Background: an optimization exercise with open tools, aiming at small area, a short achievable clock period and few clock cycles. Do not read the settings as production practice. Function was checked by simulation only, so behaviour that the tests miss may differ from the original. Power is estimated from default activity; no workload was simulated.

==> flow/design.v <==
`default_nettype none
package datapath_pkg;
  localparam logic [3:0] c_OP_NOP  = 4'h0;
  localparam logic [3:0] c_OP_ADD  = 4'h1;
  localparam logic [3:0] c_OP_SUB  = 4'h2;
  localparam logic [3:0] c_OP_AND  = 4'h3;
  localparam logic [3:0] c_OP_OR   = 4'h4;
  localparam logic [3:0] c_OP_XOR  = 4'h5;
  localparam logic [3:0] c_OP_SLT  = 4'h6;
  localparam logic [3:0] c_OP_ADDI = 4'h7;
  localparam logic [3:0] c_OP_BEQ  = 4'h8;
  localparam logic [3:0] c_OP_JMP  = 4'h9;
  localparam logic [3:0] c_OP_HALT = 4'hF;
  localparam int c_OP_LSB  = 28;
  localparam int c_RD_LSB  = 24;
  localparam int c_RS_LSB  = 20;
  localparam int c_RT_LSB  = 16;
  localparam int c_IMM_LSB = 0;
  localparam int c_FLD_W   = 4;
  localparam int c_IMM_W   = 16;
  localparam int c_NREGS = 16;
  typedef enum logic [2:0] {
    ST_IDLE   = 3'd0,
    ST_FETCH  = 3'd1,
    ST_DECODE = 3'd2,
    ST_EXEC   = 3'd3,
    ST_WB     = 3'd4,
    ST_HALT   = 3'd5
  } state_t;
  function automatic logic is_alu_op(input logic [3:0] op);
    is_alu_op = (op >= c_OP_ADD) && (op <= c_OP_ADDI);
  endfunction
endpackage
`default_nettype wire
`default_nettype none
module dp_alu
#(
  parameter int WIDTH = 32
) (
  input  logic [3:0]       i_op,
  input  logic [WIDTH-1:0] i_a,
  input  logic [WIDTH-1:0] i_b,
  output logic [WIDTH-1:0] o_y,
  output logic             o_eq
);
  logic w_lt;
  assign w_lt = $signed(i_a) < $signed(i_b);
  assign o_eq = (i_a == i_b);
  always_comb begin
    o_y = '0;
    case (i_op)
      datapath_pkg::c_OP_ADD,
      datapath_pkg::c_OP_ADDI: o_y = i_a + i_b;
      datapath_pkg::c_OP_SUB:  o_y = i_a - i_b;
      datapath_pkg::c_OP_AND:  o_y = i_a & i_b;
      datapath_pkg::c_OP_OR:   o_y = i_a | i_b;
      datapath_pkg::c_OP_XOR:  o_y = i_a ^ i_b;
      datapath_pkg::c_OP_SLT:  o_y = {{(WIDTH-1){1'b0}}, w_lt};
      default:   o_y = '0;
    endcase
  end
endmodule
`default_nettype wire
`default_nettype none
module datapath_mc
#(
  parameter int WIDTH      = 32,
  parameter int IMEM_DEPTH = 64,
  localparam int PC_W      = $clog2(IMEM_DEPTH)
) (
  input  logic             clk,
  input  logic             reset,
  input  logic             imem_we,
  input  logic [PC_W-1:0]  imem_addr,
  input  logic [31:0]      imem_wdata,
  input  logic             start,
  output logic [WIDTH-1:0] result,
  output logic             result_valid,
  output logic             halted,
  output logic [PC_W-1:0]  pc
);
  function automatic logic [23:0] enc(input logic [31:0] w);
    logic [3:0] op, rd, rs, rt;
    op = w[31:28]; rd = w[27:24]; rs = w[23:20]; rt = w[19:16];
    enc = '0;
    if (op >= 4'h1 && op <= 4'h7) begin
      if (rd == 4'd0)        enc = {4'd0, 4'd0, 4'h3, 4'd0, 4'd0, 4'd0};
      else if (op == 4'h7)   enc = {rd, rs, w[15:0]};
      else                   enc = {4'd0, rs, op, rt, rd, 4'd0};
    end else if (op == 4'h8) enc = {4'd0, rs, 4'h8, rt, 2'b00, w[5:0]};
    else if (op == 4'h9)     enc = {4'd0, 4'd0, 4'h9, 4'd0, 2'b00, w[5:0]};
    else if (op == 4'hF)     enc = {4'd0, 4'd0, 4'hF, 12'd0};
    else                     enc = '0;
  endfunction
  logic            r_run;       
  logic            r_halted;
  logic [PC_W-1:0] r_hpc;       
  logic w_start;                
  logic w_wr_acc;               
  assign w_start  = start   && !r_run && !reset;
  assign w_wr_acc = imem_we && !r_run && !reset;
  logic            r_wq;
  logic [PC_W-1:0] r_aq;
  logic [31:0]     r_dq;
  logic [23:0]     w_dq_e;
  logic [23:0]     r_imem [IMEM_DEPTH];
  logic [23:0]     w_imem_rd [IMEM_DEPTH];
  always_ff @(posedge clk) begin
    r_wq <= w_wr_acc;
    r_aq <= imem_addr;
    r_dq <= imem_wdata;
  end
  assign w_dq_e = enc(r_dq);
  always_ff @(posedge clk) begin
    if (r_wq) r_imem[r_aq] <= w_dq_e;
  end
  always_comb begin
    for (int i = 0; i < IMEM_DEPTH; i++) w_imem_rd[i] = r_imem[i];
    if (r_wq && r_aq == '0) w_imem_rd[0] = w_dq_e;
  end
  logic [PC_W-1:0]  r_f;
  logic             r_id_v;
  logic [23:0]      r_ir;
  logic [PC_W-1:0]  r_id_pc;
  logic             r_ex_v;
  logic [WIDTH-1:0] r_ex_a;
  logic [WIDTH-1:0] r_ex_b;
  logic             r_ex_cin;
  logic             r_ex_add, r_ex_and, r_ex_or, r_ex_xor, r_ex_slt;
  logic             r_ex_alu;    
  logic             r_ex_wr;     
  logic [3:0]       r_ex_rd;
  logic             r_ex_beq;
  logic             r_ex_halt;
  logic [PC_W-1:0]  r_ex_tgt;
  logic [PC_W-1:0]  r_ex_pc;
  logic             r_wb_v;      
  logic             r_wb_wr;
  logic [3:0]       r_wb_rd;
  logic [WIDTH-1:0] r_res;
  logic             r_jc_v;
  logic [PC_W-1:0]  r_jc_key;    
  logic [PC_W-1:0]  r_jc_tgt;
  logic [WIDTH-1:0] r_regs [1:15];
  logic [WIDTH-1:0] w_rf [16];
  always_comb begin
    w_rf[0] = '0;
    for (int i = 1; i < 16; i++) w_rf[i] = r_regs[i];
  end
  logic [WIDTH-1:0] w_sum;
  logic             w_lt;
  logic [WIDTH-1:0] w_alu_y;
  logic             w_eq;
  logic             w_redirect;
  assign w_sum = r_ex_a + r_ex_b + WIDTH'(r_ex_cin);
  assign w_lt  = (r_ex_a[WIDTH-1] == r_ex_b[WIDTH-1]) ? r_ex_a[WIDTH-1] : w_sum[WIDTH-1];
  assign w_alu_y = ({WIDTH{r_ex_add}} & w_sum)
                 | ({WIDTH{r_ex_and}} & (r_ex_a & r_ex_b))
                 | ({WIDTH{r_ex_or}}  & (r_ex_a | r_ex_b))
                 | ({WIDTH{r_ex_xor}} & (r_ex_a ^ r_ex_b))
                 | {{(WIDTH-1){1'b0}}, r_ex_slt & w_lt};
  assign w_eq  = (r_ex_a == r_ex_b);
  assign w_redirect = r_ex_v && r_ex_beq && w_eq;
  logic w_halt;
  assign w_halt = r_ex_v && r_ex_halt;
  logic             d_addi;
  logic [3:0]       d_op, d_rs, d_rt, d_rd;
  logic             d_alu, d_wr, d_beq, d_jmp, d_halt, d_inv;
  logic [WIDTH-1:0] d_imm;
  logic [PC_W-1:0]  d_imm6;
  logic [WIDTH-1:0] d_a, d_b, d_rfa, d_rfb;
  logic             d_fa_ex, d_fa_wb, d_fb_ex, d_fb_wb;
  logic             w_id_jmp;
  assign d_addi = (r_ir[23:20] != 4'd0);
  assign d_rs   = r_ir[19:16];
  assign d_rt   = r_ir[11:8];
  assign d_op   = r_ir[15:12];
  assign d_rd   = d_addi ? r_ir[23:20] : r_ir[7:4];
  assign d_imm  = {{(WIDTH-16){r_ir[15]}}, r_ir[15:0]};
  assign d_imm6 = r_ir[5:0];
  assign d_alu  = d_addi || (d_op >= 4'h1 && d_op <= 4'h6);
  assign d_wr   = d_alu && (d_rd != 4'd0);
  assign d_beq  = !d_addi && (d_op == 4'h8);
  assign d_jmp  = !d_addi && (d_op == 4'h9);
  assign d_halt = !d_addi && (d_op == 4'hF);
  assign d_inv  = !d_addi && (d_op == 4'h2 || d_op == 4'h6);
  assign d_rfa  = w_rf[d_rs];
  assign d_rfb  = w_rf[d_rt];
  assign d_fa_ex = r_ex_v && r_ex_wr && (r_ex_rd == d_rs);
  assign d_fb_ex = r_ex_v && r_ex_wr && (r_ex_rd == d_rt) && !d_addi;
  assign d_fa_wb = r_wb_wr && (r_wb_rd == d_rs);
  assign d_fb_wb = r_wb_wr && (r_wb_rd == d_rt);
  assign d_a = d_fa_ex ? w_alu_y : (d_fa_wb ? r_res : d_rfa);
  assign d_b = d_fb_ex ? (w_alu_y ^ {WIDTH{d_inv}})
                       : ((d_addi ? d_imm : (d_fb_wb ? r_res : d_rfb)) ^ {WIDTH{d_inv}});
  assign w_id_jmp = r_id_v && d_jmp && !w_redirect;
  logic [PC_W-1:0] w_f_inc;
  logic [PC_W-1:0] w_f_next;
  assign w_f_inc  = r_f + PC_W'(1);
  assign w_f_next = w_redirect ? r_ex_tgt
                  : w_id_jmp   ? d_imm6
                  : (r_jc_v && r_jc_key == r_f) ? r_jc_tgt
                  : w_f_inc;
  always_ff @(posedge clk) begin
    if (reset) begin
      r_run    <= 1'b0;
      r_halted <= 1'b0;
      r_id_v   <= 1'b0;
      r_ex_v   <= 1'b0;
      r_wb_v   <= 1'b0;
      r_wb_wr  <= 1'b0;
      r_jc_v   <= 1'b0;
    end else begin
      if (w_wr_acc) r_jc_v <= 1'b0;
      if (w_start) begin
        r_run    <= 1'b1;
        r_halted <= 1'b0;
      end else if (r_run) begin
        r_wb_v  <= r_ex_v && r_ex_alu;
        r_wb_wr <= r_ex_v && r_ex_wr;
        if (w_halt) begin
          r_run    <= 1'b0;
          r_halted <= 1'b1;
          r_id_v   <= 1'b0;
          r_ex_v   <= 1'b0;
        end else begin
          r_id_v <= !w_redirect && !w_id_jmp;
          r_ex_v <= r_id_v && !w_redirect;
        end
        if (w_id_jmp) begin
          r_jc_v   <= 1'b1;
          r_jc_key <= r_id_pc - PC_W'(1);
          r_jc_tgt <= d_imm6;
        end
      end else begin
        r_wb_v  <= 1'b0;
        r_wb_wr <= 1'b0;
      end
    end
  end
  always_ff @(posedge clk) begin
    r_f      <= w_start ? '0 : w_f_next;
    r_ir     <= w_imem_rd[r_f];
    r_id_pc  <= r_f;
    r_ex_a   <= d_a;
    r_ex_b   <= d_b;
    r_ex_cin <= d_inv;
    r_ex_add <= d_addi || d_op == 4'h1 || d_op == 4'h2;
    r_ex_and <= !d_addi && d_op == 4'h3;
    r_ex_or  <= !d_addi && d_op == 4'h4;
    r_ex_xor <= !d_addi && d_op == 4'h5;
    r_ex_slt <= !d_addi && d_op == 4'h6;
    r_ex_alu <= d_alu;
    r_ex_wr  <= d_wr;
    r_ex_rd  <= d_rd;
    r_ex_beq <= d_beq;
    r_ex_halt <= d_halt;
    r_ex_tgt <= r_id_pc + PC_W'(1) + d_imm6;
    r_ex_pc  <= r_id_pc;
    r_wb_rd  <= r_ex_rd;
    r_res    <= w_alu_y;
    if (r_ex_v && r_ex_halt) r_hpc <= r_ex_pc;
  end
  logic [WIDTH-1:0] w_rf_wd;
  assign w_rf_wd = reset ? '0 : r_res;
  always_ff @(posedge clk) begin
    for (int i = 1; i < 16; i++)
      if (reset || (r_wb_wr && r_wb_rd == 4'(i))) r_regs[i] <= w_rf_wd;
  end
  assign result       = r_res;
  assign result_valid = r_wb_v;
  assign halted       = r_halted;
  assign pc           = r_hpc;
endmodule
`default_nettype wire
==> flow/run.sh <==
#!/bin/bash
# synth_recipe.tcl (not shown) runs the flow's synth.tcl, then flattens the netlist and writes it again
# the make line also repeats each setting of config.mk as NAME=value (left out here)
make -C /OpenROAD-flow-scripts/flow DESIGN_CONFIG=/design/flow/config.mk WORK_HOME=/design/flow/orfs CLKGATE_MAP_FILE= SYNTH_SCRIPT=/design/flow/synth_recipe.tcl finish
==> flow/config.mk <==
export PLATFORM = sky130hd
export DESIGN_NAME = datapath_mc
export DESIGN_NICKNAME = datapath_mc
export VERILOG_FILES = /design/flow/design.v
export SDC_FILE = /design/flow/constraint.sdc
export NUM_CORES = 4
export LEC_CHECK = 0
export CAP_MARGIN = 20
export CORE_MARGIN = 2
export CORE_UTILIZATION = 40
export SLEW_MARGIN = 20
==> flow/constraint.sdc <==
create_clock -name core_clock -period 8.0 [get_ports {clk}]
set_input_delay 1.6000 -clock core_clock [delete_from_list [all_inputs] [get_ports {clk}]]
set_output_delay 1.6000 -clock core_clock [all_outputs]
set_load 0.01 [all_outputs]
==> impl_metrics.yaml, run 1 <==
timing:
  drv_slew: 0
  relSlewSlack_pct: 18.0
  rsz0062_at_grt: "false"
  fin_crit_sh_pct: 61.5
  timing.final.ws_setup_ns: 3.08
  finalHoldViolCount: 0
  tns_ns: 0
  min_period_ns: 4.92
  setup_viol: 0
  worstMarginPinSlew_ns: 1.22
  fmax_mhz: 203
  clock_skew_ns: 0.0590
setup_path:
  rrSetupSlack_ns: 3.08
  critical_path.endpoint: "r_ir[8]"
  worst_setup_path_end_kind: "flip-flop"
  reg2reg_depth: 9
  worstSetupPathType: "reg -> reg"
  path_max_fanout: 42
  required_ns: 8.69
  cp.arrival_ns: 5.61
  r2r-start: "r_f[3]"
  r2r_end: "r_ir[8]"
  startpoint: "r_f[3]"
  crit_path_start_kind: "flip-flop"
power_and_ir_drop:
  powerDensity_mw_per_mm2: 343
  fin_total_pwr_mw: 34.5
  p_leak_nw: 31.9
  ir_drop_mv: 0.212
grt:
  grt_max_degree: 66
  globalRouteTotalUtil_pct: 31.4
  grt_pass1_wl_um: 479000
  antenna_found_initial: 22
  grt.overflow.total: 0
  grt_pass1_vias: 56254
clock_network:
  cts_hold_buffers: 0
  cts_resized: 0
  postCtsSetupBuffers: 0
  clock_latency_ns: 0.90
  clock_sinks: 2242
  cts_tree: "done"
  cts_max_path_buffers: 3
  h-tree-depth: 4
  cts_buffers: 217
  cts-root-buf: "clkbuf_16"
  clkTransAtPathRegs_ns: 0.06
yosys:
  synth_edf_count: 2034
  syn_nets: 5640
  synth_most_common_cell: "edfxtp_1"
  synth_seq_cells: 2242
  ys_warn_count: 4
  synth_top_area_share_pct: 70.1
  yosys.cell_types.count: 91
  netlist_area_mm2: 0.0871
  synthTopCellsByCount: "edfxtp_1, a22oi_1, a221oi_1"
  synth_top_flop_cell: "edfxtp_1"
  yosys-top-cells-area: "edfxtp_1, a22oi_1, dfxtp_1"
  syn_area_per_cell_um2: 15.8
  netlist_instances: 5521
  ys_seq_area_share_pct: 74.9
  yosysTopAreaCell: "edfxtp_1"
  synth-async-reset-ratio_pct: 0
final_layout:
  utilization_pct: 46.4
  layout-drive-gt1-share_pct: 13.5
  final_area_mm2: 0.100
  fillers: 18417
  nets: 5831
  syn_to_final_growth_pct: 15.4
drt:
  vias: 61469
  routed_via_density: 7.01
  totalWireLength_um: 358000
  drc_errors: 0
  ant_nets: 0
  dr.pass1.iters: 11
  wl_per_cell_um: 40.8
  first_iter_violations: 13243
place:
  portBuffers: 81
  placed_cell_area_mm2: 0.0932
  gp_congestion: 0.928
  pre_cts_slack_ns: 3.37
  hpwl_um: 198000
status:
  run_status: "no timing/DRC/antenna violations"
run:
  cap_violations: 0
die:
  die_w_um: 471
  die_area_mm2: 0.221
  rows: 171
  core_area_mm2: 0.217
  die_y_um: 471
  io_pins: 82
  initial_utilization_pct: 40.2
min_path:
  hold_path_class: "reg -> reg"
-- metrics by stage --
| stage | hold slack (ns) | std cells |
|---|---|---|
| after global placement | 0.377 | 8342 |
| after floorplan | 0.326 | 5521 |
| after CTS | 0.388 | 8754 |
| final | 0.388 | 8769 |
| after global routing | 0.393 | 8757 |
| after detailed placement | 0.376 | 8344 |
-- layer usage --
metal	global-route usage, %	up-vias	wire length (µm)
met1	39.7	30716	121000
met5	0.324	-	294
met4	20.4	25	28700
met2	46.5	6088	155000
li1	-	23258	-
met3	10.0	1382	53600
-- where the power goes --
group	total (mW)	internal, mW	switching (mW)	leakage, nW
registers	15.0	13.9	1.03	20.1
clock network	10.5	5.90	4.57	3.52
logic	9.02	2.73	6.29	8.26
-- state kept, by name, summed over array words and instances, names as in the netlist, 4 cells and up --
signal and cells:
r_imem 1536, r_regs 480, r_dq 32, r_ex_a 32
r_ex_b 32, r_res 32, r_ir 24, r_aq 6
r_ex_pc 6, r_ex_tgt 6, r_f 6, r_hpc 6
r_id_pc 6, r_jc_key 6, r_jc_tgt 6, r_ex_rd 4
r_wb_rd 4
-- placed cells by master, fill, tap and decap left out, types with 40 or more instances in the layout --
cell type and count:
a21oi_1 128, a221oi_1 286, a222oi_1 84, a22o_1 249, a22oi_1 609, buf_4 239
clkbuf_1 58, clkbuf_16 222, clkdlybuf4s50_1 80, clkinv_1 41, dfxtp_1 207, edfxtp_1 2034
ha_1 74, inv_1 100, nand2_1 135, nand3_1 134, nand4_1 167, nor2_1 102
nor2_4 139, nor2b_1 47, nor3_1 40, o21ai_0 104, xnor2_1 44
-- cell families after synthesis --
kind of cell | Yosys count | synth area share, %
fa+ha+maj | 77 | 1.13
buf+inv | 454 | 2.19
mux | 34 | 0.399
xor+xnor | 79 | 0.794
compound gates | 1645 | 14.6
flops | 2242 | 74.9
simple gates | 990 | 6.02
-- worst min-delay path by stage --
stage / to / startpoint / slack (ns) / cells after the start
2_1_floorplan: r_id_pc[2] / r_f[2] / 0.33 / 0
3_3_place_gp: r_ex_pc[0] / r_id_pc[0] / 0.38 / 0
3_5_place_dp: r_ex_pc[0] / r_id_pc[0] / 0.38 / 0
4_1_cts: r_ex_pc[0] / r_id_pc[0] / 0.39 / 0
5_1_grt: r_ex_pc[0] / r_id_pc[0] / 0.39 / 0
6_report: r_ex_pc[0] / r_id_pc[0] / 0.39 / 0
-- worst max-delay path, stage by stage (launching register included) --
cell and delay, ns:
dfxtp_1 0.78, nand2b_2 0.91, nor2_4 0, buf_4 0.39, a2111oi_0 0.51, o2111ai_1 0.26
nor4_4 0.25, buf_4 0.57, nor4_1 0.21, a21oi_1 0.72
-- cell type report --
cell class / instances / area, µm² / area share, %
diodes: 12 / 30.0 / 0.0299
clock buffers: 288 / 5880 / 5.85
clock inverters: 122 / 1350 / 1.34
inverters: 101 / 379 / 0.377
multi-input cells: 2825 / 21300 / 21.2
flip-flops and latches: 2242 / 65200 / 64.9
well taps: 2854 / 3570 / 3.55
repair buffers: 325 / 2700 / 2.68
Testbench counts, summed over its fixed seeds: cycles 13,324.
==> inputs of run 2 (changes only) <==
--- a/flow/design.v
+++ b/flow/design.v
@@ -99,23 +99,13 @@
   logic w_wr_acc;               
   assign w_start  = start   && !r_run && !reset;
+  logic w_early;
+  logic r_at0;                  
+  assign w_early  = w_start && r_at0 && !(imem_we && imem_addr == '0);
   assign w_wr_acc = imem_we && !r_run && !reset;
-  logic            r_wq;
-  logic [PC_W-1:0] r_aq;
-  logic [31:0]     r_dq;
-  logic [23:0]     w_dq_e;
   logic [23:0]     r_imem [IMEM_DEPTH];
-  logic [23:0]     w_imem_rd [IMEM_DEPTH];
-  always_ff @(posedge clk) begin
-    r_wq <= w_wr_acc;
-    r_aq <= imem_addr;
-    r_dq <= imem_wdata;
-  end
-  assign w_dq_e = enc(r_dq);
-  always_ff @(posedge clk) begin
-    if (r_wq) r_imem[r_aq] <= w_dq_e;
-  end
-  always_comb begin
-    for (int i = 0; i < IMEM_DEPTH; i++) w_imem_rd[i] = r_imem[i];
-    if (r_wq && r_aq == '0) w_imem_rd[0] = w_dq_e;
+  logic            r_rst_q;     
+  always_ff @(posedge clk) begin
+    if (w_wr_acc) r_imem[imem_addr] <= enc(imem_wdata);
+    r_rst_q <= reset;
   end
   logic [PC_W-1:0]  r_f;
@@ -123,4 +113,6 @@
   logic [23:0]      r_ir;
   logic [PC_W-1:0]  r_id_pc;
+  logic             r_id_fuse;   
+  logic [PC_W-1:0]  r_id_ftgt;
   logic             r_ex_v;
   logic [WIDTH-1:0] r_ex_a;
@@ -135,11 +127,18 @@
   logic [PC_W-1:0]  r_ex_tgt;
   logic [PC_W-1:0]  r_ex_pc;
+  logic             r_ex_fuse;
+  logic [PC_W-1:0]  r_ex_ftgt;
   logic             r_wb_v;      
-  logic             r_wb_wr;
+  logic             r_wb_wr;     
+  logic [15:1]      r_wb_we;
   logic [3:0]       r_wb_rd;
   logic [WIDTH-1:0] r_res;
-  logic             r_jc_v;
-  logic [PC_W-1:0]  r_jc_key;    
-  logic [PC_W-1:0]  r_jc_tgt;
+  logic             r_wb_ft;     
+  logic             r_wb_bt;     
+  logic [PC_W-1:0]  r_wb_ftgt;   
+  logic             r_fk_v;
+  logic [PC_W-1:0]  r_fk_key;
+  logic [PC_W-1:0]  r_fk_next;   
+  logic [PC_W-1:0]  r_fk_tgt;    
   logic [WIDTH-1:0] r_regs [1:15];
   logic [WIDTH-1:0] w_rf [16];
@@ -152,5 +151,4 @@
   logic [WIDTH-1:0] w_alu_y;
   logic             w_eq;
-  logic             w_redirect;
   assign w_sum = r_ex_a + r_ex_b + WIDTH'(r_ex_cin);
   assign w_lt  = (r_ex_a[WIDTH-1] == r_ex_b[WIDTH-1]) ? r_ex_a[WIDTH-1] : w_sum[WIDTH-1];
@@ -161,7 +159,15 @@
                  | {{(WIDTH-1){1'b0}}, r_ex_slt & w_lt};
   assign w_eq  = (r_ex_a == r_ex_b);
-  assign w_redirect = r_ex_v && r_ex_beq && w_eq;
+  logic             w_ftaken;
+  logic [WIDTH-1:0] w_zc;
+  logic             w_sum_zero;
+  assign w_zc       = {r_ex_a[WIDTH-2:0] | r_ex_b[WIDTH-2:0], r_ex_cin};
+  assign w_sum_zero = ((r_ex_a ^ r_ex_b) == w_zc);
+  assign w_ftaken   = r_wb_bt || r_wb_ft;
   logic w_halt;
-  assign w_halt = r_ex_v && r_ex_halt;
+  logic w_halt_ex, w_halt_id;
+  assign w_halt_ex = r_ex_v && r_ex_halt && !w_ftaken;
+  assign w_halt_id = r_id_v && d_halt && !(r_ex_v && (r_ex_beq || r_ex_fuse)) && !w_ftaken;
+  assign w_halt    = w_halt_ex || w_halt_id;
   logic             d_addi;
   logic [3:0]       d_op, d_rs, d_rt, d_rd;
@@ -189,16 +195,26 @@
   assign d_fa_ex = r_ex_v && r_ex_wr && (r_ex_rd == d_rs);
   assign d_fb_ex = r_ex_v && r_ex_wr && (r_ex_rd == d_rt) && !d_addi;
-  assign d_fa_wb = r_wb_wr && (r_wb_rd == d_rs);
-  assign d_fb_wb = r_wb_wr && (r_wb_rd == d_rt);
+  assign d_fa_wb = r_wb_v && r_wb_wr && (r_wb_rd == d_rs);
+  assign d_fb_wb = r_wb_v && r_wb_wr && (r_wb_rd == d_rt);
   assign d_a = d_fa_ex ? w_alu_y : (d_fa_wb ? r_res : d_rfa);
   assign d_b = d_fb_ex ? (w_alu_y ^ {WIDTH{d_inv}})
                        : ((d_addi ? d_imm : (d_fb_wb ? r_res : d_rfb)) ^ {WIDTH{d_inv}});
-  assign w_id_jmp = r_id_v && d_jmp && !w_redirect;
-  logic [PC_W-1:0] w_f_inc;
-  logic [PC_W-1:0] w_f_next;
+  assign w_id_jmp = r_id_v && d_jmp && !w_ftaken;
+  logic w_fk_train;
+  assign w_fk_train = r_id_v && d_beq && r_ex_v && r_ex_wr && r_ex_add
+                   && (r_ex_pc + PC_W'(1) == r_id_pc)
+                   && (((d_rs == r_ex_rd) && (d_rt == 4'd0))
+                    || ((d_rs == 4'd0) && (d_rt == r_ex_rd)));
+  logic [PC_W-1:0]       w_f_inc;
+  logic [PC_W-1:0]       w_f_next;
+  logic                  w_fk_hit;
   assign w_f_inc  = r_f + PC_W'(1);
-  assign w_f_next = w_redirect ? r_ex_tgt
+  assign w_fk_hit = r_fk_v && (r_fk_key == r_f);
+  logic [PC_W-1:0]       w_f_jump;
+  assign w_f_jump = w_ftaken   ? r_wb_ftgt
                   : w_id_jmp   ? d_imm6
-                  : (r_jc_v && r_jc_key == r_f) ? r_jc_tgt
+                  : r_fk_next;
+  assign w_f_next = !r_run ? PC_W'(w_early)
+                  : (w_ftaken || w_id_jmp || w_fk_hit) ? w_f_jump
                   : w_f_inc;
   always_ff @(posedge clk) begin
@@ -209,14 +225,18 @@
       r_ex_v   <= 1'b0;
       r_wb_v   <= 1'b0;
-      r_wb_wr  <= 1'b0;
-      r_jc_v   <= 1'b0;
+      r_fk_v   <= 1'b0;
+      r_wb_ft  <= 1'b0;
+      r_wb_bt  <= 1'b0;
     end else begin
-      if (w_wr_acc) r_jc_v <= 1'b0;
+      if (w_wr_acc) r_fk_v <= 1'b0;
+      else if (r_run && w_fk_train) r_fk_v <= 1'b1;
+      r_wb_v  <= r_run && r_ex_v && r_ex_alu && !w_ftaken;
+      r_wb_ft <= r_run && r_ex_v && r_ex_fuse && w_sum_zero && !w_ftaken;
+      r_wb_bt <= r_run && r_ex_v && r_ex_beq && w_eq && !w_ftaken;
       if (w_start) begin
         r_run    <= 1'b1;
         r_halted <= 1'b0;
+        r_id_v   <= w_early;
       end else if (r_run) begin
-        r_wb_v  <= r_ex_v && r_ex_alu;
-        r_wb_wr <= r_ex_v && r_ex_wr;
         if (w_halt) begin
           r_run    <= 1'b0;
@@ -225,22 +245,24 @@
           r_ex_v   <= 1'b0;
         end else begin
-          r_id_v <= !w_redirect && !w_id_jmp;
-          r_ex_v <= r_id_v && !w_redirect;
+          r_id_v <= !w_ftaken && !w_id_jmp;
+          r_ex_v <= r_id_v && !w_ftaken;
         end
-        if (w_id_jmp) begin
-          r_jc_v   <= 1'b1;
-          r_jc_key <= r_id_pc - PC_W'(1);
-          r_jc_tgt <= d_imm6;
-        end
-      end else begin
-        r_wb_v  <= 1'b0;
-        r_wb_wr <= 1'b0;
       end
     end
   end
   always_ff @(posedge clk) begin
-    r_f      <= w_start ? '0 : w_f_next;
-    r_ir     <= w_imem_rd[r_f];
+    for (int i = 1; i < 16; i++)
+      r_wb_we[i] <= reset || (r_run && r_ex_v && r_ex_wr && !w_ftaken && r_ex_rd == 4'(i));
+  end
+  always_ff @(posedge clk) begin
+    r_f      <= w_f_next;
+    r_at0    <= !r_run && !w_early;
+    r_ir     <= r_imem[r_f];
     r_id_pc  <= r_f;
+    r_id_fuse <= r_run && w_fk_hit;
+    r_id_ftgt <= r_fk_tgt;
+    r_ex_fuse <= r_id_fuse;
+    r_ex_ftgt <= r_id_ftgt;
+    r_wb_ftgt <= r_ex_beq ? r_ex_tgt : r_ex_ftgt;
     r_ex_a   <= d_a;
     r_ex_b   <= d_b;
@@ -259,12 +281,21 @@
     r_ex_pc  <= r_id_pc;
     r_wb_rd  <= r_ex_rd;
+    r_wb_wr  <= r_ex_v && r_ex_wr;
+    if (w_fk_train) begin
+      r_fk_key  <= r_ex_pc;
+      r_fk_tgt  <= r_id_pc + PC_W'(1) + d_imm6;
+      r_fk_next <= r_id_pc + PC_W'(1);
+    end else if (w_id_jmp && r_fk_next == r_id_pc) begin
+      r_fk_next <= d_imm6;
+    end
     r_res    <= w_alu_y;
-    if (r_ex_v && r_ex_halt) r_hpc <= r_ex_pc;
+    if (w_halt_ex)      r_hpc <= r_ex_pc;
+    else if (w_halt_id) r_hpc <= r_id_pc;
   end
   logic [WIDTH-1:0] w_rf_wd;
-  assign w_rf_wd = reset ? '0 : r_res;
+  assign w_rf_wd = r_rst_q ? '0 : r_res;
   always_ff @(posedge clk) begin
     for (int i = 1; i < 16; i++)
-      if (reset || (r_wb_wr && r_wb_rd == 4'(i))) r_regs[i] <= w_rf_wd;
+      if (r_wb_we[i]) r_regs[i] <= w_rf_wd;
   end
   assign result       = r_res;
--- a/flow/config.mk
+++ b/flow/config.mk
@@ -8,4 +8,6 @@
 export CAP_MARGIN = 20
 export CORE_MARGIN = 2
-export CORE_UTILIZATION = 40
+export CORE_UTILIZATION = 60
+export CTS_BUF_LIST = sky130_fd_sc_hd__clkbuf_8
+export SETUP_SLACK_MARGIN = 5
 export SLEW_MARGIN = 20
==> run 2 against run 1 <==
Against the previous run: still clean; flip-flop and latch count rose by 6; first-iteration DRC count shrank 32%; fmax is 51% higher.
==> impl_metrics.yaml, run 2 <==
status:
  run_status: "no timing/DRC/antenna violations"
final_layout:
  layout-drive-gt1-share_pct: 31.6
  largest_register_ffs: 1536
  final_cell_mix: "edfxtp_1, mux4_2, clkbuf_8, a22oi_1, buf_4"
  syn_to_final_growth_pct: 18.1
  final_common_cell: "edfxtp_1"
  nets: 5748
  top_regs: "r_imem (1536), r_regs (480)"
  utilization_pct: 71.6
  largest-register: "r_imem"
yosys:
  synth_most_common_cell: "edfxtp_1"
  ys_seq_area_share_pct: 71.9
  netlist_area_mm2: 0.0910
  syn_area_per_cell_um2: 18.2
  netlist_instances: 5003
  synth_top_area_share_pct: 67.3
  yosysTopAreaCell: "edfxtp_1"
  synth-async-reset-ratio_pct: 0
  yosys.cell_types.count: 93
  synth_top_flop_cell: "edfxtp_1"
  synthTopCellsByCount: "edfxtp_1, mux4_2, a22oi_1"
  synth_seq_cells: 2248
  ys_warn_count: 3
  syn_nets: 5120
  synth_edf_count: 2040
  yosys-top-cells-area: "edfxtp_1, mux4_2, dfxtp_1"
clock_network:
  clkTransAtPathRegs_ns: 0.06
  clock_latency_ns: 1.02
  cts_hold_buffers: 0
  clock_sinks: 2248
  cts_max_path_buffers: 4
  cts_buffers: 369
  cts_tree: "done"
  h-tree-depth: 5
  cts-root-buf: "clkbuf_8"
setup_path:
  slowest_stage: "dfxtp_4"
  r2r_end: "r_ex_a[26]"
  crit_buf_inv: 1
  cp_num_cells: 1
  cp.arrival_ns: 1.66
  cp_top_family: "flip-flops"
  slowest_delay_ns: 0.46
  rrSetupSlack_ns: 4.90
  r2r-start: "r_ex_b[0]"
  worst_setup_path_end_kind: "output pin"
  crit_path_start_kind: "flip-flop"
  critical_path.endpoint: "result[6]"
  worstSetupPathType: "reg -> out"
  crit_chain: "dlymetal6s2s_1"
  reg2reg_depth: 12
  path_max_fanout: 6
  startpoint: "r_res[6]"
  required_ns: 6.40
place:
  portBuffers: 81
  pre_cts_slack_ns: 3.04
  hpwl_um: 155000
  gp_congestion: 0.950
run:
  cap_violations: 0
power_and_ir_drop:
  p_sw_share_pct: 28.8
  p_clk_share_pct: 31.9
  combPwrFrac_pct: 18.1
  p_leak_nw: 34.8
  ir_drop_mv: 0.188
  p_sw_mw: 8.27
  powerDensity_mw_per_mm2: 267
  seqPwrFrac_pct: 50.0
  p_int_mw: 20.4
timing:
  rsz0062_at_grt: "true"
  fmax_mhz: 306
  worstMarginPinSlew_ns: 1.23
  fin_crit_sh_pct: 40.8
  relSlewSlack_pct: 17.5
  finalHoldViolCount: 0
  timing.final.ws_setup_ns: 4.74
  tns_ns: 0
  clock_skew_ns: 0.0605
  setup_viol: 0
  min_period_ns: 3.26
  drv_slew: 0
die:
  die_w_um: 393
  rows: 142
  core_area_mm2: 0.150
  die_y_um: 393
  die_area_mm2: 0.155
  initial_utilization_pct: 60.6
  io_pins: 82
grt:
  grt_pass1_wl_um: 413000
  grt_pass1_vias: 53857
  antenna_found_initial: 21
  globalRouteTotalUtil_pct: 38.5
  grt.overflow.total: 0
  grt_max_degree: 74
drt:
  vias: 55974
  first_iter_violations: 8995
  totalWireLength_um: 302000
  drc_errors: 0
  routed_via_density: 7.07
  wl_per_cell_um: 38.1
  ant_nets: 0
  dr.pass1.iters: 9
min_path:
  hold_path_class: "reg -> reg"
==> run 2: cell types whose count changed after synthesis, moves of 20 or more <==
cell,before,now
a22o_1,255,46
mux4_2,0,504
a22oi_1,609,296
buf_2,114,87
nor2_1,242,192
xnor2_1,44,89
a221oi_1,286,53
nand3_1,134,108
a222oi_1,84,64
nand4_1,167,52
==> run 2: cell families after synthesis <==
family	Yosys count	synth area share [%]
DFF	2248	71.9
buffers and inverters	433	2.05
and+or+nand+nor	718	4.03
muxes	530	12.8
adders and majority gates	75	1.06
xor gates and xnor gates	133	1.28
AOI/OAI and AO/OA	866	6.89
==> run 2: through the flow <==
stage | hold slack [ns] | total power [mW] | instances | cell area (µm²)
floorplan | 0.310 | 16.8 | 5003 | 91800
global placement | 0.311 | 18.7 | 6872 | 94700
detailed placement | 0.312 | 18.7 | 6875 | 94700
CTS | 0.326 | 28.4 | 7844 | 106000
global route | 0.333 | 29.5 | 7911 | 107000
finish | 0.326 | 28.7 | 7922 | 107000
==> run 2: repair_timing <==
action	CTS	global route
gates cloned	102	10
gates resized for setup	525	123
endpoints found under the setup margin	2851	2448
buffers inserted	236	53
pin swaps	135	52
==> run 2: area by class of cell <==
class | count | area, µm²
Timing Repair Buffer | 490 | 5590
Antenna cell | 15 | 37.5
Multi-Input combinational cell | 2421 | 26700
Sequential cell | 2248 | 65600
Fill cell | 9400 | 42700
Clock inverter | 249 | 1280
Inverter | 101 | 387
Tap cell | 2016 | 2520
Clock buffer | 382 | 5260
==> run 2: power by group through the flow <==
stage	Combinational (mW)	Clock, mW	Sequential [mW]
3_3_place_gp	4.05	0	14.6
4_1_cts	4.82	9.23	14.3
2_1_floorplan	2.50	0	14.3
5_1_grt	5.33	9.74	14.4
6_report	5.18	9.16	14.4
3_5_place_dp	4.08	0	14.6
==> run 2: per-layer routing <==
layer | vias up | wire length, µm | GRT usage (%)
met2 | 4486 | 140000 | 58.9
met4 | 14 | 22100 | 24.0
met1 | 28366 | 105000 | 51.1
met5 | - | 91 | 0
li1 | 22126 | - | -
met3 | 982 | 34300 | 8.05
==> run 2: worst min path at each step <==
stage	end	cells past startpoint	startpoint
floorplan	r_ex_ftgt[0]	0	r_id_ftgt[0]
global placement	r_ex_ftgt[3]	0	r_id_ftgt[3]
detailed placement	r_ex_ftgt[3]	0	r_id_ftgt[3]
CTS	r_ex_ftgt[4]	0	r_id_ftgt[4]
global route	r_ex_ftgt[4]	0	r_id_ftgt[4]
finish	r_ex_ftgt[4]	0	r_id_ftgt[4]
==> run 2: worst register-to-register path: stages, from the launching register on <==
cell and delay, ns:
dfxtp_4 0.35, fa_2 0.40, fa_2 0.39, a21o_1 0.19, nand4_1 0.20, a21oi_4 0.12
o211ai_1 0.20, buf_4 0.17, nand2_4 0.07, a41oi_2 0.21, xnor2_1 0.10, a21o_1 0.24
mux2_4 0.31
Testbench counts of run 2, summed over its fixed seeds: cycles 12,060.
==> inputs of run 3 (changes only) <==
--- a/flow/design.v
+++ b/flow/design.v
@@ -101,13 +101,29 @@
   logic w_early;
   logic r_at0;                  
-  assign w_early  = w_start && r_at0 && !(imem_we && imem_addr == '0);
+  assign w_early  = w_start && r_at0 && !(imem_we && imem_addr[PC_W-1:1] == '0);
   assign w_wr_acc = imem_we && !r_run && !reset;
+  logic            r_wq;
+  logic            r_wq0;       
+  logic [PC_W-1:0] r_aq;
+  logic [23:0]     r_dq_e;      
   logic [23:0]     r_imem [IMEM_DEPTH];
+  logic [23:0]     w_imem_rd [IMEM_DEPTH];
   logic            r_rst_q;     
   always_ff @(posedge clk) begin
-    if (w_wr_acc) r_imem[imem_addr] <= enc(imem_wdata);
+    r_wq    <= w_wr_acc;
+    r_wq0   <= w_wr_acc && imem_addr == '0;
+    r_aq    <= imem_addr;
+    r_dq_e  <= enc(imem_wdata);
     r_rst_q <= reset;
   end
-  logic [PC_W-1:0]  r_f;
+  always_ff @(posedge clk) begin
+    if (r_wq) r_imem[r_aq] <= r_dq_e;
+  end
+  always_comb begin
+    for (int i = 0; i < IMEM_DEPTH; i++) w_imem_rd[i] = r_imem[i];
+    if (r_wq0) w_imem_rd[0] = r_dq_e;
+  end
+  logic [PC_W-1:0]       r_f;
+  logic [IMEM_DEPTH-1:0] r_foh;
   logic             r_id_v;
   logic [23:0]      r_ir;
@@ -134,4 +150,5 @@
   logic [3:0]       r_wb_rd;
   logic [WIDTH-1:0] r_res;
+  logic [WIDTH-1:0] r_res_o;     
   logic             r_wb_ft;     
   logic             r_wb_bt;     
@@ -208,5 +225,7 @@
   logic [PC_W-1:0]       w_f_inc;
   logic [PC_W-1:0]       w_f_next;
+  logic [IMEM_DEPTH-1:0] w_foh_next;
   logic                  w_fk_hit;
+  logic [23:0]           w_fetch;
   assign w_f_inc  = r_f + PC_W'(1);
   assign w_fk_hit = r_fk_v && (r_fk_key == r_f);
@@ -218,4 +237,19 @@
                   : (w_ftaken || w_id_jmp || w_fk_hit) ? w_f_jump
                   : w_f_inc;
+  always_comb begin
+    if (!r_run) begin
+      w_foh_next = {{(IMEM_DEPTH-2){1'b0}}, w_early, !w_early};
+    end else if (w_ftaken || w_id_jmp || w_fk_hit) begin
+      w_foh_next = '0;
+      w_foh_next[w_f_jump] = 1'b1;
+    end else begin
+      w_foh_next = {r_foh[IMEM_DEPTH-2:0], r_foh[IMEM_DEPTH-1]};
+    end
+  end
+  always_comb begin
+    w_fetch = '0;
+    for (int i = 0; i < IMEM_DEPTH; i++)
+      w_fetch = w_fetch | ({24{r_foh[i]}} & w_imem_rd[i]);
+  end
   always_ff @(posedge clk) begin
     if (reset) begin
@@ -231,5 +265,5 @@
       if (w_wr_acc) r_fk_v <= 1'b0;
       else if (r_run && w_fk_train) r_fk_v <= 1'b1;
-      r_wb_v  <= r_run && r_ex_v && r_ex_alu && !w_ftaken;
+      r_wb_v   <= r_run && r_ex_v && r_ex_alu && !w_ftaken;
       r_wb_ft <= r_run && r_ex_v && r_ex_fuse && w_sum_zero && !w_ftaken;
       r_wb_bt <= r_run && r_ex_v && r_ex_beq && w_eq && !w_ftaken;
@@ -258,5 +292,6 @@
     r_f      <= w_f_next;
     r_at0    <= !r_run && !w_early;
-    r_ir     <= r_imem[r_f];
+    r_foh    <= w_foh_next;
+    r_ir     <= w_fetch;
     r_id_pc  <= r_f;
     r_id_fuse <= r_run && w_fk_hit;
@@ -290,4 +325,5 @@
     end
     r_res    <= w_alu_y;
+    r_res_o  <= reset ? '0 : w_alu_y;
     if (w_halt_ex)      r_hpc <= r_ex_pc;
     else if (w_halt_id) r_hpc <= r_id_pc;
@@ -299,5 +335,5 @@
       if (r_wb_we[i]) r_regs[i] <= w_rf_wd;
   end
-  assign result       = r_res;
+  assign result       = r_res_o;
   assign result_valid = r_wb_v;
   assign halted       = r_halted;
==> flow/flow/run.sh (new file) <==
#!/bin/bash
# Layout flow: the standard ORFS flow (standard.sh, unchanged synthesis
# and steps), except that buffer_ports puts a plain sky130_fd_sc_hd__buf_4 on
# every input and output port instead of the delay cell it picks by default.
# The full make output goes to standard.log in this folder; ORFS's per-step
# logs stay under orfs/logs/.
export BUFFER_PORTS_ARGS="-buffer_cell sky130_fd_sc_hd__buf_4"
bash standard.sh > standard.log 2>&1
status=$?
tail -n 20 standard.log
exit $status
==> flow/standard.sh (new file) <==
#!/bin/bash
# synth_recipe.tcl (not shown) runs the flow's synth.tcl, then flattens the netlist and writes it again
# the make line also repeats each setting of config.mk as NAME=value (left out here)
make -C /OpenROAD-flow-scripts/flow DESIGN_CONFIG=/design/flow/config.mk WORK_HOME=/design/flow/orfs CLKGATE_MAP_FILE= SYNTH_SCRIPT=/design/flow/synth_recipe.tcl "${@:-finish}"
--- a/flow/config.mk
+++ b/flow/config.mk
@@ -9,5 +9,7 @@
 export CORE_MARGIN = 2
 export CORE_UTILIZATION = 60
-export CTS_BUF_LIST = sky130_fd_sc_hd__clkbuf_8
+export CTS_BUF_LIST = sky130_fd_sc_hd__clkbuf_8 sky130_fd_sc_hd__clkbuf_16
+export CTS_CLUSTER_DIAMETER = 60
+export CTS_CLUSTER_SIZE = 15
 export SETUP_SLACK_MARGIN = 5
 export SLEW_MARGIN = 20
removed: flow/run.sh
==> run 3 against run 2 <==
Against the previous run: still clean; clock skew down 0.023 ns; combinational power is 35% lower; critical path type is now reg -> reg; non-clock buffer count decreased by 94; highest routed layer unchanged; cell count rose by 3.8%.
==> impl_metrics.yaml, run 3 <==
status:
  run_status: "no timing/DRC/antenna violations"
drt:
  drc_errors: 0
  first_iter_violations: 12864
  vias: 63508
  dr.pass1.iters: 10
  ant_nets: 0
  routed_via_density: 7.72
  wl_per_cell_um: 44.3
  totalWireLength_um: 364000
clock_network:
  clkTransAtPathRegs_ns: 0.07
  cts-root-buf: "clkbuf_16"
  cts_tree: "done"
  clock_sinks: 2376
  cts_buffers: 185
  cts_max_path_buffers: 3
  clock_latency_ns: 0.84
  h-tree-depth: 4
final_layout:
  top_regs: "r_imem (1536), r_regs (480), r_foh (64)"
  nets: 6190
  fillers: 10265
  final_cell_mix: "edfxtp_1, a22oi_1, buf_4, nand4_1, dfxtp_1"
  syn_to_final_growth_pct: 12.3
  largest_register_ffs: 1536
  largest-register: "r_imem"
  final_common_cell: "edfxtp_1"
  ff_latch_area_mm2: 0.0681
  multi_input_area_mm2: 0.0225
  layout-drive-gt1-share_pct: 16.5
die:
  io_pins: 82
  die_w_um: 394
  initial_utilization_pct: 60.6
  core_area_mm2: 0.150
  die_y_um: 394
  rows: 142
  die_area_mm2: 0.155
grt:
  gr-usage-met1_pct: 56.7
  grt-busiest-layer: "met2"
  globalRouteTotalUtil_pct: 46.2
  met3_usage_pct: 13.6
  antenna_found_initial: 15
  met2_usage_pct: 69.1
  grt.overflow.total: 0
  grt_pass1_vias: 58739
  grt_max_degree: 66
  grt_pass1_wl_um: 487000
place:
  gp_congestion: 0.950
  hpwl_um: 203000
  portBuffers: 81
timing:
  drv_slew: 0
  min_period_ns: 3.05
  rsz0062_at_grt: "true"
  clock_skew_ns: 0.0373
  tns_ns: 0
  worstMarginPinSlew_ns: 1.13
  fin_crit_sh_pct: 38.1
  timing.hold.ws_ns: 0.329
  fmax_mhz: 328
  setup_viol: 0
  finalHoldViolCount: 0
  relSlewSlack_pct: 24.6
yosys:
  synth_top_area_share_pct: 67.3
  yosys.cell_types.count: 82
  synthTopCellsByCount: "edfxtp_1, a22oi_1, clkbuf_1"
  ys_seq_area_share_pct: 74.6
  synth_edf_count: 2040
  syn_nets: 6042
  yosysTopAreaCell: "edfxtp_1"
  netlist_area_mm2: 0.0911
  ys_warn_count: 4
  synth_seq_cells: 2376
  synth_most_common_cell: "edfxtp_1"
  synth_top_flop_cell: "edfxtp_1"
  netlist_instances: 5924
  yosys-top-cells-area: "edfxtp_1, dfxtp_1, a22oi_1"
  synth-async-reset-ratio_pct: 0
  syn_area_per_cell_um2: 15.4
setup_path:
  path_max_fanout: 18
  crit_path_start_kind: "flip-flop"
  cp.arrival_ns: 3.50
  startpoint: "r_aq[4]"
  r2r-start: "r_aq[4]"
  required_ns: 8.45
  worstSetupPathType: "reg -> reg"
  worst_setup_path_end_kind: "flip-flop"
min_path:
  worstHoldStart: "r_id_ftgt[1]"
  hold_path_class: "reg -> reg"
power_and_ir_drop:
  powerDensity_mw_per_mm2: 264
  p_leak_nw: 35.1
  ir_drop_mv: 0.242
run:
  cap_violations: 0
[run 3: cell types whose count changed after synthesis, moves of 26 or more]
cell	delta
buf_2	-62
a22oi_1	+535
nor4_1	+26
clkbuf_1	+200
mux2_2	+30
nor3_1	+29
dfxtp_1	+128
nand4_1	+170
nand2_1	+73
a221oi_1	+116
mux4_2	-504
a22o_1	+120
[run 3: cell families (layout without fill, tap and decap cells)]
kind of cell | after synthesis | count (layout) | share of synthesized area [%]
other | 0 | 12 | 0
buffers and inverters | 545 | 816 | 2.29
muxes | 61 | 61 | 0.747
AOI/OAI and AO/OA | 1664 | 1664 | 13.8
and+or+nand+nor | 1071 | 1072 | 6.17
adders and majority gates | 76 | 76 | 1.07
xor gates and xnor gates | 131 | 131 | 1.26
DFF | 2376 | 2376 | 74.6
[run 3: path summary, 6_finish.rpt]
path,end,slack [ns],cells past startpoint
max,r_imem[30][8],4.95,3
min,r_ex_ftgt[1],0.33,0
max reg2reg,r_imem[30][8],4.95,3
min reg2reg,r_ex_ftgt[1],0.33,0
[run 3: routing by layer]
metal	vias up	wire [µm]
met5	-	149
met4	12	36700
met3	1720	53500
met2	6414	159000
met1	31116	115000
li1	24246	-
[run 3: stage by stage]
stage / power, mW / utilization (%) / setup slack (ns) / instances / area (µm²)
finish: 27.0 / 68.0 / 4.95 / 8224 / 102000
global route: 27.6 / 68.0 / 4.93 / 8213 / 102000
CTS: 26.6 / 67.5 / 4.96 / 8169 / 101000
detailed placement: 18.0 / 63.4 / 4.00 / 7835 / 95200
global placement: 17.9 / 63.4 / 4.13 / 7835 / 95200
floorplan: 16.6 / - / 4.96 / 5924 / 91100
[run 3: power breakdown]
group | internal, mW | switching, mW
logic | 1.17 | 2.20
registers | 14.3 | 0.590
clock network | 4.43 | 4.36
[run 3: what timing repair did]
item	4_1_cts	5_1_grt
pin swaps	28	41
hold buffers	0	0
setup buffers	23	41
gates resized for setup	124	92
hold endpoints to repair	0	0
gates cloned	0	2
setup endpoints to repair	327	159
[run 3: critical path: stages, from the launching register on]
cell and delay, ns:
dfxtp_1 0.54, nand3b_1 0.69, nor2_4 0.69, buf_4 0.71
[run 3: layout make-up]
type | count | area share (%)
Antenna cell | 12 | 0.0294
Timing Repair Buffer | 396 | 3.00
Clock buffer | 195 | 4.70
Sequential cell | 2376 | 66.6
Tap cell | 2016 | 2.47
Clock inverter | 116 | 0.727
Multi-Input combinational cell | 3004 | 22.0
Inverter | 109 | 0.400
Testbench counts of run 3, summed over its fixed seeds: cycles 12,060.
==> inputs of run 4 (changes only) <==
--- a/flow/config.mk
+++ b/flow/config.mk
@@ -9,7 +9,7 @@
 export CORE_MARGIN = 2
 export CORE_UTILIZATION = 60
-export CTS_BUF_LIST = sky130_fd_sc_hd__clkbuf_8 sky130_fd_sc_hd__clkbuf_16
-export CTS_CLUSTER_DIAMETER = 60
-export CTS_CLUSTER_SIZE = 15
+export CTS_BUF_LIST = sky130_fd_sc_hd__clkbuf_16
+export CTS_CLUSTER_DIAMETER = 80
+export CTS_CLUSTER_SIZE = 20
 export SETUP_SLACK_MARGIN = 5
 export SLEW_MARGIN = 20
==> run 4 against run 3 <==
Against the previous run: still clean on timing, DRC and antenna; non-clock buffer count is 5 lower; synthesized cell count stayed put; register-to-register slack worse by 0.05 ns.
==> impl_metrics.yaml, run 4 <==
final_layout:
  utilization_pct: 67.0
  largest_register_ffs: 1536
  syn_to_final_growth_pct: 10.6
  final_cell_mix: "edfxtp_1, a22oi_1, buf_4, dfxtp_1, nand4_1"
  largest-register: "r_imem"
  nets: 6140
  top_regs: "r_imem (1536), r_regs (480), r_foh (64)"
  fin_cells: 8124
  final_common_cell: "edfxtp_1"
  layout-drive-gt1-share_pct: 15.6
clock_network:
  cts-root-buf: "clkbuf_16"
  cts_tree: "done"
  cts_max_path_buffers: 3
  clock_sinks: 2376
  cts_buffers: 140
  cts_hold_buffers: 0
  clock_latency_ns: 0.81
  clkTransAtPathRegs_ns: 0.08
  h-tree-depth: 4
yosys:
  synth_top_family_by_area: "compound AO/OA/AOI/OAI gates"
  synthTopCellsByCount: "edfxtp_1, a22oi_1, clkbuf_1"
  yosys-top-cells-area: "edfxtp_1, dfxtp_1, a22oi_1"
  synth-compound-area-share_pct: 13.8
  synth_top_flop_cell: "edfxtp_1"
  synth_xor_area_share_pct: 1.26
  synth_most_common_cell: "edfxtp_1"
  yosys.cell_types.count: 82
  netlist_instances: 5924
  synth-async-reset-ratio_pct: 0
  synth_fa_ha_area_share_pct: 1.07
  netlist_area_mm2: 0.0911
  synth_top_area_share_pct: 67.3
  synth-simple-area-share_pct: 6.17
  syn_nets: 6042
  synth_edf_count: 2040
  ys_warn_count: 4
  syn_area_per_cell_um2: 15.4
  synth_seq_cells: 2376
  ys_seq_area_share_pct: 74.6
  yosysTopAreaCell: "edfxtp_1"
  synthMuxAreaShare_pct: 0.747
grt:
  grt_pass1_wl_um: 485000
  grt_pass1_vias: 58049
  antenna_found_initial: 13
  grt.overflow.total: 0
  grt_max_degree: 66
  globalRouteTotalUtil_pct: 46.0
die:
  io_pins: 82
  rows: 142
  die_area_mm2: 0.155
  initial_utilization_pct: 60.6
  core_area_mm2: 0.150
  die_w_um: 394
  die_y_um: 394
setup_path:
  reg2reg_depth: 3
  worst_setup_path_end_kind: "flip-flop"
  cp.arrival_ns: 3.54
  crit_path_start_kind: "flip-flop"
  r2r_end: "r_imem[61][10]"
  path_max_fanout: 15
  worstSetupPathType: "reg -> reg"
  required_ns: 8.44
  rrSetupSlack_ns: 4.90
  r2r-start: "r_aq[5]"
place:
  portBuffers: 81
  gp_congestion: 0.950
  dp.cells: 7835
  hpwl_um: 203000
timing:
  fin_crit_sh_pct: 38.7
  drv_slew: 0
  worstMarginPinSlew_ns: 1.12
  clock_skew_ns: 0.0364
  finalHoldViolCount: 0
  relSlewSlack_pct: 25.4
  tns_ns: 0
  fmax_mhz: 323
  rsz0062_at_grt: "true"
  min_period_ns: 3.10
  setup_viol: 0
drt:
  dr.pass1.iters: 10
  drc_errors: 0
  vias: 62928
  wl_per_cell_um: 44.6
  first_iter_violations: 13016
  ant_nets: 0
  totalWireLength_um: 363000
  routed_via_density: 7.75
min_path:
  holdPathStages: 0
  worstHoldStart: "r_id_fuse"
  min_to: "r_ex_fuse"
  hold_path_class: "reg -> reg"
power_and_ir_drop:
  ir_drop_mv: 0.218
  powerDensity_mw_per_mm2: 254
  p_leak_nw: 34.3
run:
  cap_violations: 0
status:
  run_status: "no timing/DRC/antenna violations"
run 4: logic make-up (layout without fill, tap and decap cells):
kind of cell	Yosys count	in the layout
flops	2376	2376
compound gates	1664	1664
simple gates	1071	1072
buf+inv	545	722
xor+xnor	131	131
fa+ha+maj	76	76
mux	61	61
other cells	0	6
run 4: worst max-delay path, stage by stage (launching register included):
cell	delay, ns
dfxtp_1	0.55
nand4_1	0.71
nor2_4	0.87
buf_4	0.55
run 4: what timing repair did:
action	CTS	global route
pin swaps	31	40
endpoints found under the setup margin	335	155
buffers inserted	27	32
gates cloned	0	2
resized for setup	116	96
endpoints found under the hold margin	0	0
run 4: worst max-delay path by stage:
stage / end / from / slack [ns]
after floorplan: r_id_v / imem_addr[1] / 4.96
after global placement: r_foh[54] / r_ir[20] / 4.13
after detailed placement: r_foh[53] / r_ir[20] / 4.00
after CTS: r_imem[34][16] / r_aq[5] / 4.81
after global routing: r_ex_b[12] / r_ex_a[0] / 4.93
final: r_imem[61][10] / r_aq[5] / 4.90
run 4: metrics by stage:
| step | power, mW | setup slack (ns) | area [µm²] | hold slack, ns |
|---|---|---|---|---|
| 6_report | 25.6 | 4.90 | 101000 | 0.330 |
| 5_1_grt | 26.2 | 4.93 | 101000 | 0.343 |
| 4_1_cts | 25.2 | 4.81 | 100000 | 0.331 |
| 3_5_place_dp | 18.0 | 4.00 | 95200 | 0.312 |
| 3_3_place_gp | 17.9 | 4.13 | 95200 | 0.310 |
| 2_1_floorplan | 16.6 | 4.96 | 91100 | 0.310 |
run 4: per-layer routing:
layer	up-vias	wire, µm	global-route usage, %	share of wire [%]
li1	24080	-	-	-
met1	30974	115000	56.5	32
met4	12	35800	34.7	9.9
met2	6208	159000	69.4	44
met3	1654	52500	13.2	14
met5	-	153	0.400	0.042
run 4: power breakdown:
group	total [mW]	internal (mW)	leakage, nW	switching [mW]
combinational	3.37	1.17	9.07	2.20
clock	7.35	3.34	2.19	4.02
sequential	14.9	14.3	23.0	0.588
run 4: final cells by class:
class                           instances  area (µm²)
Sequential cell                      2376       68100
Tap cell                             2016        2520
Antenna cell                            6        15.0
Timing Repair Buffer                  391        3040
Clock inverter                         77         420
Inverter                              109         409
Fill cell                           10428       49600
Clock buffer                          145        3630
Multi-Input combinational cell       3004       22500
==> inputs of run 5 (changes only) <==
--- a/flow/design.v
+++ b/flow/design.v
@@ -103,7 +103,7 @@
   assign w_early  = w_start && r_at0 && !(imem_we && imem_addr[PC_W-1:1] == '0);
   assign w_wr_acc = imem_we && !r_run && !reset;
-  logic            r_wq;
   logic            r_wq0;       
-  logic [PC_W-1:0] r_aq;
+  logic [7:0]      r_aq_hi;     
+  logic [7:0]      r_aq_lo;     
   logic [23:0]     r_dq_e;      
   logic [23:0]     r_imem [IMEM_DEPTH];
@@ -111,12 +111,13 @@
   logic            r_rst_q;     
   always_ff @(posedge clk) begin
-    r_wq    <= w_wr_acc;
     r_wq0   <= w_wr_acc && imem_addr == '0;
-    r_aq    <= imem_addr;
+    r_aq_hi <= w_wr_acc ? (8'd1 << imem_addr[5:3]) : 8'd0;
+    r_aq_lo <= 8'd1 << imem_addr[2:0];
     r_dq_e  <= enc(imem_wdata);
     r_rst_q <= reset;
   end
   always_ff @(posedge clk) begin
-    if (r_wq) r_imem[r_aq] <= r_dq_e;
+    for (int i = 0; i < IMEM_DEPTH; i++)
+      if (r_aq_hi[i / 8] && r_aq_lo[i % 8]) r_imem[i] <= r_dq_e;
   end
   always_comb begin
--- a/flow/config.mk
+++ b/flow/config.mk
@@ -9,7 +9,7 @@
 export CORE_MARGIN = 2
 export CORE_UTILIZATION = 60
-export CTS_BUF_LIST = sky130_fd_sc_hd__clkbuf_16
-export CTS_CLUSTER_DIAMETER = 80
-export CTS_CLUSTER_SIZE = 20
+export CTS_BUF_LIST = sky130_fd_sc_hd__clkbuf_8 sky130_fd_sc_hd__clkbuf_16
+export CTS_CLUSTER_DIAMETER = 60
+export CTS_CLUSTER_SIZE = 15
 export SETUP_SLACK_MARGIN = 5
 export SLEW_MARGIN = 20
==> run 5 against run 4 <==
Against the previous run: now fails the layout checks on max-capacitance violations, max-slew violations; setup slack got worse by 0.16 ns; first-iteration DRC count up 0.45%; flip-flop and latch count rose by 9; critical path type unchanged; largest cell class unchanged.
==> impl_metrics.yaml, run 5 <==
place:
  hpwl_um: 193000
  placed_cell_area_mm2: 0.0946
  gp_congestion: 0.944
  dp.cells: 7794
  portBuffers: 81
clock_network:
  cts_hold_buffers: 0
  cts-root-buf: "clkbuf_16"
  clock_latency_ns: 0.85
  cts_max_path_buffers: 3
  h-tree-depth: 4
  clock_sinks: 2385
  clkTransAtPathRegs_ns: 0.07
  cts_buffers: 187
  cts_tree: "done"
final_layout:
  fillers: 10174
  ff_latch_area_mm2: 0.0684
  multi_input_area_mm2: 0.0226
  top_regs: "r_imem (1536), r_regs (480), r_foh (64)"
  final_area_mm2: 0.103
  final_cell_mix: "edfxtp_1, a22oi_1, buf_4, nand4_1, inv_1"
  largest-register: "r_imem"
  fin_cells: 8254
  largest_register_ffs: 1536
  syn_to_final_growth_pct: 13.2
  layout-drive-gt1-share_pct: 18.2
  nets: 6198
  final_common_cell: "edfxtp_1"
power_and_ir_drop:
  p_leak_nw: 33.8
  powerDensity_mw_per_mm2: 272
  ir_drop_mv: 0.235
drt:
  dr.pass1.iters: 9
  first_iter_violations: 13074
  drc_errors: 0
  ant_nets: 0
  totalWireLength_um: 372000
  vias: 63881
  routed_via_density: 7.74
  wl_per_cell_um: 45.1
die:
  die_area_mm2: 0.155
  die_y_um: 393
  initial_utilization_pct: 60.6
  die_w_um: 393
  core_area_mm2: 0.150
  io_pins: 82
  rows: 142
timing:
  tns_ns: 0
  fmax_mhz: 307
  rsz0062_at_grt: "true"
  timing.hold.ws_ns: 0.326
  relSlewSlack_pct: -0.914
  fin_crit_sh_pct: 40.7
  min_period_ns: 3.25
  clock_skew_ns: 0.0405
  worstMarginPinSlew_ns: 1.50
  finalHoldViolCount: 0
  drv_slew: 7
  setup_viol: 0
yosys:
  ys_seq_area_share_pct: 74.9
  synth_top_flop_cell: "edfxtp_1"
  ys_warn_count: 5
  synth_top_area_share_pct: 67.4
  synth_edf_count: 2040
  yosys.cell_types.count: 73
  netlist_area_mm2: 0.0910
  synth_most_common_cell: "edfxtp_1"
  synth_seq_cells: 2385
  synthTopCellsByCount: "edfxtp_1, a22oi_1, clkbuf_1"
  yosys-top-cells-area: "edfxtp_1, dfxtp_1, a22oi_1"
  netlist_instances: 5900
  syn_nets: 6018
  synth-async-reset-ratio_pct: 0
  yosysTopAreaCell: "edfxtp_1"
  syn_area_per_cell_um2: 15.4
grt:
  globalRouteTotalUtil_pct: 46.9
  grt.overflow.total: 0
  grt_pass1_vias: 58847
  antenna_found_initial: 17
  grt_max_degree: 66
  grt_pass1_wl_um: 493000
setup_path:
  worst_setup_path_end_kind: "flip-flop"
  worstSetupPathType: "reg -> reg"
  path_max_fanout: 8
  cp.arrival_ns: 4.02
  crit_path_start_kind: "flip-flop"
  required_ns: 8.76
status:
  failed_checks: "max-capacitance violations, max-slew violations"
  run_status: "failed layout checks"
min_path:
  hold_path_class: "reg -> reg"
run:
  cap_violations: 1
-- run 5: timing repair --
action,4_1_cts,5_1_grt
resized for setup,222,200
gates cloned,3,0
pin swaps,60,81
endpoints found under the setup margin,177,139
setup buffers,50,59
-- run 5: worst max-delay path, stage by stage, from the launching register on --
cell     delay (ns)
dfxtp_2        0.33
or4_4          0.55
buf_12         0.14
nor4_4         0.14
buf_6          0.19
buf_12         0.11
buf_6          0.11
mux2i_4        0.07
o21ai_4        0.40
or3_4          0.28
nand2_4        0.10
buf_12         0.13
nor3_4         0.39
a22o_1         0.22
-- run 5: cell families after synthesis --
| group | after synthesis | synth area share (%) |
|---|---|---|
| AOI/OAI and AO/OA | 1660 | 13.7 |
| xor gates and xnor gates | 133 | 1.28 |
| adders and majority gates | 76 | 1.07 |
| buffers and inverters | 536 | 2.21 |
| DFF | 2385 | 74.9 |
| muxes | 55 | 0.663 |
| and+or+nand+nor | 1055 | 6.12 |
-- run 5: per-stage QoR --
stage / util (%) / total power [mW] / setup slack, ns
6_report: 68.6 / 28.0 / 4.75
5_1_grt: 68.6 / 28.6 / 4.67
4_1_cts: 67.7 / 27.5 / 4.85
3_5_place_dp: 63.0 / 18.6 / 3.55
3_3_place_gp: 63.0 / 18.6 / 3.49
2_1_floorplan: - / 16.9 / 4.89
-- run 5: routing by layer --
layer	wire length [µm]	GRT usage, %
met1	116000	57.4
met2	165000	70.5
met3	55700	13.9
met4	35400	35.8
met5	62	0
-- run 5: final timing paths --
path | cells after the start | start | end | slack, ns
setup / recovery | 13 | r_ir[21] | r_foh[34] | 4.75
hold / removal | 0 | r_id_ftgt[1] | r_ex_ftgt[1] | 0.33
setup reg to reg | 13 | r_ir[21] | r_foh[34] | 4.75
hold reg to reg | 0 | r_id_ftgt[1] | r_ex_ftgt[1] | 0.33
-- run 5: cell type report --
| class | instances | area share, % |
|---|---|---|
| inverters | 119 | 0.442 |
| multi-input cells | 2981 | 21.9 |
| diodes | 11 | 0.0267 |
| clock inverters | 141 | 0.815 |
| clock buffers | 195 | 4.70 |
| flip-flops and latches | 2385 | 66.4 |
| well taps | 2016 | 2.45 |
| repair buffers | 406 | 3.24 |
-- run 5: where the power goes --
part           total, mW  internal (mW)  switching [mW]
registers           15.1           14.5           0.646
logic               3.98           1.39            2.59
clock network       8.91           4.48            4.43
Testbench counts of run 5, summed over its fixed seeds: cycles 12,060.

==> port drivers added, routing unchanged <==
No port has a modelled driver above. Below, the same layouts with a new extraction and two added sets of constraints. Step 1: set_driving_cell puts a clkbuf_16 on clk and a buf_2 on each other input, an assumption about the parent block. Step 2, shift: input delay + t, output delay - t, t = (earliest + latest rising clock arrival at the registers) / 2. This alone moves slack from input paths to output paths. a / b / c = ideal / step 1 / step 2; a / b = the first two.
run | shift t [ns] | slack for setup (ns) | worst register clock-pin slew, ns | worst data-port slew with drivers (ns)
run 1 | 0.962 | 3.083 / 3.083 / 3.083 | 0.07 / 0.07 | 0.07
run 2 | 1.075 | 4.737 / 4.654 / 3.679 | 0.07 / 0.07 | 0.17
run 3 | 0.911 | 4.952 / 4.920 / 4.534 | 0.08 / 0.08 | 0.04
run 4 | 0.877 | 4.902 / 4.902 / 4.538 | 0.09 / 0.09 | 0.04
run 5 | 0.922 | 4.747 / 4.747 / 4.372 | 0.08 / 0.08 | 0.09
For run 2, which loses most, drivers alone change the setup slack by -0.083 ns; drivers and shift together by -1.058 ns.
